This design comes from an exercise in tuning for small area on the open sky130 flow, not from production work. Function was checked by simulation only, so behaviour that the tests miss may differ from the original.

==> v19: inputs <==
Design conv3x3_window_mac, start of the top module:
module conv3x3_window_mac (
  input  logic        clk,
  input  logic        rst,
  input  logic        en,
  input  logic        clear,
  input  logic [7:0]  tap1,
  input  logic [7:0]  tap2,
  input  logic [7:0]  tap3,
  input  logic [7:0]  tap4,
  input  logic [7:0]  tap5,
  input  logic [7:0]  tap6,
  input  logic [7:0]  tap7,
  input  logic [7:0]  tap8,
  input  logic [7:0]  tap9,
  input  logic [71:0] weights,
  input  logic [15:0] bias,
  output logic [7:0]  out_data,
  output logic        out_valid,
  output logic [3:0]  out_row,
  output logic [3:0]  out_col,
  output logic        frame_done
);
export LEC_CHECK = 0
export CAP_MARGIN = 20
export CORE_MARGIN = 2
export CORE_UTILIZATION = 40
export CTS_BUF_LIST = sky130_fd_sc_hd__clkbuf_8
export GPL_TIMING_DRIVEN = 0
export SLEW_MARGIN = 20
create_clock -name core_clock -period 6.5 [get_ports {clk}]
standard.sh (not shown) runs the stock make flow with config.mk's settings and CLKGATE_MAP_FILE= SYNTH_SCRIPT=/design/flow/synth_recipe.tcl, a recipe that flattens the netlist after the stock synthesis.
==> flow/flow/run.sh <==
#!/bin/bash
# Standard ORFS layout with two changes:
#  * after synthesis, flow/polopt.py re-chooses the polarity of each full adder and
#    two-input gate to drop the inverters that Yosys' adder extraction leaves between
#    adders (registers and their names are untouched);
#  * the port buffers are plain sky130_fd_sc_hd__buf_1 cells (see BUFFER_PORTS_ARGS).
set -euo pipefail
R=orfs/results/sky130hd/conv3x3_window_mac/base
bash standard.sh synth > synth.log 2>&1
cp $R/1_2_yosys.v $R/1_2_yosys.std.v
python3 flow/polopt.py $R/1_2_yosys.std.v $R/1_2_yosys.v > polopt.log 2>&1
rm -f $R/1_synth.odb $R/1_synth.sdc
bash standard.sh finish "BUFFER_PORTS_ARGS=${BUF_ARGS:--buffer_cell sky130_fd_sc_hd__buf_1}" > layout.log 2>&1
Other scripts of this flow, unchanged in this note and not shown: flow/flow/polopt.py
==> v38 (differences from v19) <==
--- a/flow/design.v
+++ b/flow/design.v
@@ -27,51 +27,43 @@
   assign tap[3] = tap4;
   assign tap[4] = tap5;
   assign tap[5] = tap6;
   assign tap[6] = tap7;
   assign tap[7] = tap8;
   assign tap[8] = tap9;
-  logic [3:0] row_q, col_q;
+  logic [3:0] row_q, col_q;    
   logic [3:0] hist_q;
-  logic       last_col, last_row;
-  assign last_col = (col_q == 4'd13);
-  assign last_row = (row_q == 4'd13);
+  logic       adv, last_col, last_row;
+  assign adv      = hist_q[3];
+  assign last_col = (col_q == 4'd11);
+  assign last_row = (row_q == 4'd11);
   always_ff @(posedge clk or posedge rst) begin
     if (rst) begin
-      row_q  <= '0;
-      col_q  <= '0;
+      row_q  <= 4'd14;
+      col_q  <= 4'd14;
       hist_q <= '0;
     end else if (clear) begin
-      row_q  <= '0;
-      col_q  <= '0;
+      row_q  <= 4'd14;
+      col_q  <= 4'd14;
       hist_q <= '0;
     end else begin
       hist_q <= {hist_q[2:0], en};
-      if (en) begin
+      if (adv) begin
         if (last_col) begin
-          col_q <= '0;
-          row_q <= last_row ? 4'd0 : row_q + 4'd1;
+          col_q <= 4'd14;
+          row_q <= last_row ? 4'd14 : row_q + 4'd1;
         end else begin
           col_q <= col_q + 4'd1;
         end
       end
     end
   end
-  logic [2:0] back;       
-  logic       borrow;
-  logic [3:0] col_e, row_e;
-  always_comb begin
-    back   = 3'd1 + {2'd0, hist_q[0]} + {2'd0, hist_q[1]} + {2'd0, hist_q[2]};
-    borrow = (col_q < {1'b0, back});
-    col_e  = borrow ? col_q + 4'd14 - {1'b0, back} : col_q - {1'b0, back};
-    row_e  = borrow ? ((row_q == 4'd0) ? 4'd13 : row_q - 4'd1) : row_q;
-  end
-  assign out_valid  = hist_q[3] && (row_e >= 4'd2) && (col_e >= 4'd2);
-  assign frame_done = hist_q[3] && (row_e == 4'd13) && (col_e == 4'd13);
-  assign out_row    = row_e - 4'd2;
-  assign out_col    = col_e - 4'd2;
+  assign out_valid  = hist_q[3] && !(row_q[3] && row_q[2]) && !(col_q[3] && col_q[2]);
+  assign frame_done = hist_q[3] && last_row && last_col;
+  assign out_row    = row_q;
+  assign out_col    = col_q;
   logic pp0_0_0;
   logic pp0_0_1;
   logic pp0_0_2;
   logic pp0_0_3;
   logic pp0_0_4;
   logic pp0_0_5;
==> summary.md <==
* **final non-filler cell area** 17400 sq um
* **Least-Margin Pin Slew** 816 ps
* **cell with the largest stage delay on the worst path** buf_1
* **met2 layer usage reported by global route** 42.9%
* **run status** finished clean
Source of the figures above: v19

==> summary.md <==
* **cell with the largest stage delay on the worst path** fa_1
* **met2 layer usage reported by global route** 43.0%
* **Least-Margin Pin Slew** 727 ps
* **run status** finished clean
Source of the figures above: v38

==> what the ideal ports hide <==
How much do the figures lean on ideal ports? The routed layouts below were timed once more, with nothing changed but the port constraints.
Step 1 assumes that a clkbuf_16 drives the clock port and a buf_2 every other input.
Step 2 moves the port delays by t, midway between the first and last clock arrival at a register: inputs arrive t later, outputs are due t later. That takes back most of the time a late clock gives input paths.
Three values: ideal, step 1, step 2; two values: the first two.
| run | t (ns) | setup slack, ns | hold slack, ns | slew at the worst register clock pin (ns) | pins driven straight from the clock port |
|---|---|---|---|---|---|
| v19 | 0.354 | 0.272 / 0.273 / -0.082 | 0.337 / 0.337 / 0.337 | 0.11 / 0.11 | 1 |
| v38 | 0.342 | 0.227 / 0.233 / -0.109 | 0.333 / 0.333 / 0.333 | 0.10 / 0.10 | 1 |
Met with ideal ports but missed after step 2: setup timing in v19 and v38. For v19, which loses most, drivers alone change the setup slack by +0.001 ns; drivers and shift together by -0.354 ns.
